Source: an optimization exercise on an open RTL-to-GDS flow (aim: a short achievable clock period and few clock cycles). Production flows keep margins and buffers that such runs may drop.
The RTL was checked by simulation tests, not by an equivalence proof against the original design.
No activity file was given, so power comes from the tool's default toggle rates.

==> flow/design.v (excerpt) <==
module mips32_pipeline_cpu #(
   parameter logic [31:0] RESET_PC = 32'h0000_0000
) (
   input  logic        clk,
   input  logic        reset,
   input  logic [31:0] imem_data,
   input  logic        imem_ready,
   output logic [31:0] imem_addr,
   input  logic [31:0] dmem_rdata,
   output logic        dmem_we,
   output logic [31:0] dmem_addr,
   output logic [31:0] dmem_wdata,
   output logic [31:0] cycle_count
);
   localparam logic [5:0] OP_R = 6'h00, OP_J = 6'h02, OP_JAL = 6'h03, OP_BEQ = 6'h04,
                          OP_BNE = 6'h05, OP_ADDI = 6'h08, OP_ADDIU = 6'h09, OP_SLTI = 6'h0A,
                          OP_SLTIU = 6'h0B, OP_ANDI = 6'h0C, OP_ORI = 6'h0D, OP_XORI = 6'h0E,
                          OP_LUI = 6'h0F, OP_LW = 6'h23, OP_SW = 6'h2B;
   localparam int S_ADD = 0, S_SLT = 1, S_SLTU = 2, S_AND = 3, S_OR = 4, S_XOR = 5, S_NOR = 6,
                  S_SLL = 7, S_SRL = 8, S_SRA = 9, NSEL = 10;
   logic        ifid_valid, ifid_pred;
   logic [31:0] ifid_instr, ifid_pc4, id_btgt, ifid_alt;
   logic        idex_addi, lx_cand;
   logic [31:0] idex_nimm;
   logic        idex_valid, idex_wr, idex_ld, idex_st, idex_br, idex_bne, idex_pred, idex_sub;
   logic [NSEL-1:0] idex_sel;
   logic [4:0]  idex_dest, idex_rt, idex_shamt;
   logic        idex_fa_ex, idex_fb_ex, idex_fs_ex;
   logic [31:0] idex_a, idex_b, idex_s, idex_alt;
   logic        exmem_valid, exmem_wr, exmem_ld, exmem_st;
   logic [4:0]  exmem_dest;
   logic [31:0] exmem_result, exmem_store;
   logic        memwb_we;
   logic [4:0]  memwb_dest;
   logic [31:0] memwb_wdata, mem_wdata;
   logic [31:0] regs_q [1:31];
   logic [31:0] ifid_rs_oh, ifid_rt_oh;
   logic [31:0] cyc_q;
   logic [9:0]  lo_q, lo4, lo_d;
   logic [19:0] base_q, base_d, hi_cur, hi_nx, hi4;
   logic [5:0]  dimm_q, dimm_d;
   logic        dc_q, dc_d, c4;
   logic [10:0] lob;
   logic [5:0]  f_op;
   logic        f_isj, f_isbr, f_same, f_pred, f_redirect;
   logic        mispredict, load_use, loop_exit;
   logic [31:0] if_pc4;
   assign c4     = &lo_q;
  ...
For scale: ~7400 cells after synthesis, about 1500 flip-flops, roughly 200 I/O pins.
make LEC_CHECK=0 ABC_CLOCK_PERIOD_IN_PS=3000 CAP_MARGIN=20 CORE_MARGIN=2 CORE_UTILIZATION=40 SETUP_SLACK_MARGIN=5 SLEW_MARGIN=20 finish   # period 8.0 ns
run.sh (not shown) runs the stock make flow with config.mk's settings and CLKGATE_MAP_FILE= SYNTH_SCRIPT=/design/flow/synth_recipe.tcl, a recipe that flattens the netlist after the stock synthesis.
Testbench counts at the start, summed over its fixed seeds: cycles 937,387.
==> next run, changes <==
--- a/flow/design.v
+++ b/flow/design.v
@@ -46,14 +46,20 @@
    logic        mispredict, load_use, loop_exit;
    logic [31:0] if_pc4;
    assign c4     = &lo_q;
    assign lo4    = lo_q + 10'd1;
    logic [8:0]  hc_lo, hn_lo;
    logic [12:0] bh_inc, bh_dec;
-   assign hc_lo = {2'b0, base_q[6:0]} + {2'b0, dimm_q[5], dimm_q} + {8'd0, dc_q};
-   assign hn_lo = {2'b0, base_q[6:0]} + {2'b0, dimm_q[5], dimm_q} + {7'd0, dc_q, !dc_q};
+   logic [9:0]  hc_w;
+   assign hc_w  = {2'b0, base_q[6:0], 1'b1} + {2'b0, dimm_q[5], dimm_q, dc_q};
+   assign hc_lo = hc_w[9:1];
+   logic [6:0]  bn;
+   logic [9:0]  hn_w;
+   assign bn    = dc_q ? {dimm_q[5], dimm_q} + 7'd1 : {dimm_q[5], dimm_q};
+   assign hn_w  = {2'b0, base_q[6:0], 1'b1} + {2'b0, bn, 1'b1};
+   assign hn_lo = hn_w[9:1];
    always_comb begin
       for (int i = 0; i < 13; i++) begin
          bh_inc[i] = base_q[7+i] ^ (&(base_q[19:7] | ({13{1'b1}} << i)));
          bh_dec[i] = base_q[7+i] ^ (&(~base_q[19:7] | ({13{1'b1}} << i)));
       end
    end
@@ -61,15 +67,15 @@
       if ((hc_lo[8:7] == 2'd1 && !dimm_q[5]) || (hc_lo[8:7] == 2'd2 && dimm_q[5]))
          hi_cur = {bh_inc, hc_lo[6:0]};
       else if (hc_lo[8:7] == 2'd0 && dimm_q[5])
          hi_cur = {bh_dec, hc_lo[6:0]};
       else
          hi_cur = {base_q[19:7], hc_lo[6:0]};
-      if ((hn_lo[8:7] == 2'd1 && !dimm_q[5]) || (hn_lo[8:7] == 2'd2 && dimm_q[5]))
+      if ((hn_lo[8:7] == 2'd1 && !bn[6]) || (hn_lo[8:7] == 2'd2 && bn[6]))
          hi_nx = {bh_inc, hn_lo[6:0]};
-      else if (hn_lo[8:7] == 2'd0 && dimm_q[5])
+      else if (hn_lo[8:7] == 2'd0 && bn[6])
          hi_nx = {bh_dec, hn_lo[6:0]};
       else
          hi_nx = {base_q[19:7], hn_lo[6:0]};
    end
    assign hi4    = c4 ? hi_nx : hi_cur;
    assign lob    = {1'b0, lo4} + {1'b0, imem_data[9:0]};
@@ -78,25 +84,27 @@
    assign f_isj  = (f_op == OP_J) || (f_op == OP_JAL);
    assign f_isbr = (f_op == OP_BEQ) || (f_op == OP_BNE);
    assign f_same = imem_data[25:21] == imem_data[20:16];
    assign f_pred = f_op[0] ? !f_same : (f_same || imem_data[15]);
    assign f_redirect = f_isj || (f_isbr && f_pred);
    always_comb begin
-      if (mispredict) begin
-         lo_d = idex_alt[11:2]; base_d = idex_alt[31:12]; dimm_d = '0; dc_d = 1'b0;
-      end else if (loop_exit) begin
-         lo_d = ifid_pc4[11:2]; base_d = ifid_pc4[31:12]; dimm_d = '0; dc_d = 1'b0;
-      end else if (load_use || !imem_ready) begin
+      if (load_use || !imem_ready) begin
          lo_d = lo_q; base_d = base_q; dimm_d = dimm_q; dc_d = dc_q;
       end else if (f_isj) begin
          lo_d = imem_data[9:0]; base_d = {hi4[19:16], imem_data[25:10]}; dimm_d = '0; dc_d = 1'b0;
       end else if (f_isbr && f_pred) begin
          lo_d = lob[9:0]; base_d = hi_cur; dimm_d = imem_data[15:10]; dc_d = c4 | lob[10];
       end else begin
          lo_d = lo4; base_d = hi_cur; dimm_d = '0; dc_d = c4;
       end
+      if (mispredict || loop_exit) begin
+         lo_d   = idex_br ? idex_alt[11:2]  : ifid_pc4[11:2];
+         base_d = idex_br ? idex_alt[31:12] : ifid_pc4[31:12];
+         dimm_d = '0;
+         dc_d   = 1'b0;
+      end
    end
    logic [5:0]  opc, fn;
    logic [4:0]  rs, rt, d_dest;
    logic [31:0] rf_rs, rf_rt, simm, zimm;
    logic        wb_we;
    logic        d_wr, d_ld, d_st, d_br, d_sub, d_useimm, d_azero, uses_rs, uses_rt;
@@ -208,13 +216,16 @@
                      ((uses_rs && idex_dest == rs) || (uses_rt && idex_dest == rt));
    logic [31:0] src_a, src_b, st_val, sum, alu;
    logic        cout, lt_s, lt_u, eq, br_taken;
    assign src_a  = idex_fa_ex ? exmem_result : idex_a;
    assign src_b  = idex_fb_ex ? exmem_result ^ {32{idex_sub}} : idex_b;
    assign st_val = idex_fs_ex ? exmem_result : idex_s;
-   assign {cout, sum} = {1'b0, src_a} + {1'b0, src_b} + {32'd0, idex_sub};
+   logic [33:0] add_w;
+   assign add_w = {1'b0, src_a, 1'b1} + {1'b0, src_b, idex_sub};
+   assign sum  = add_w[32:1];
+   assign cout = add_w[33];
    assign lt_s = (src_a[31] == src_b[31]) ? src_a[31] : sum[31];
    assign lt_u = !cout;
    always_comb begin
       alu = '0;
       if (idex_sel[S_ADD])  alu = alu | sum;
       if (idex_sel[S_SLT])  alu = alu | {31'b0, lt_s};
Effect:
- final cell count fell by 1.4%
- utilization fell by 0.83 points
- global-route usage hardly moves
- wire length fell by 0.70%
- cell area fell by about 2%
- register-to-register slack gets better by 220 ps
- non-clock buffer count fell by 96
- area after synthesis fell by 0.48%
- worst hold slack hardly moves
- combinational power rose by 6.9%
- total power rose by about 1.1%
- critical path depth fell by 3
- sequential share of layout area rose by 0.74 points
- maximum frequency rose by 6.5%
Testbench counts after the change, summed over its fixed seeds: cycles 937,387.

afterwards: timing with drivers on the ports:
In the flow no input, the clock included, has a driving cell. The finished layouts below were timed again as built, in two steps. Step 1: set_driving_cell puts a clkbuf_16 on clk and a buf_2 on each other input, an assumption about the parent block. Step 2 also shifts input and output timing later by t, the mid clock arrival at the registers, as if the neighbouring blocks saw the same clock. a / b / c = ideal ports / drivers / drivers and shift; a / b = the first two.
run | shift t [ns] | setup slack, ns | worst register clock-pin slew, ns
the first run | 0.920 | 4.351 / 4.351 / 3.795 | 0.07 / 0.07
the second run | 0.938 | 4.574 / 4.574 / 3.995 | 0.07 / 0.07
After both steps every run listed still meets setup and hold. The setup slack of the second run, which loses most, moves by 0.000 ns with the drivers and by -0.579 ns with both steps.
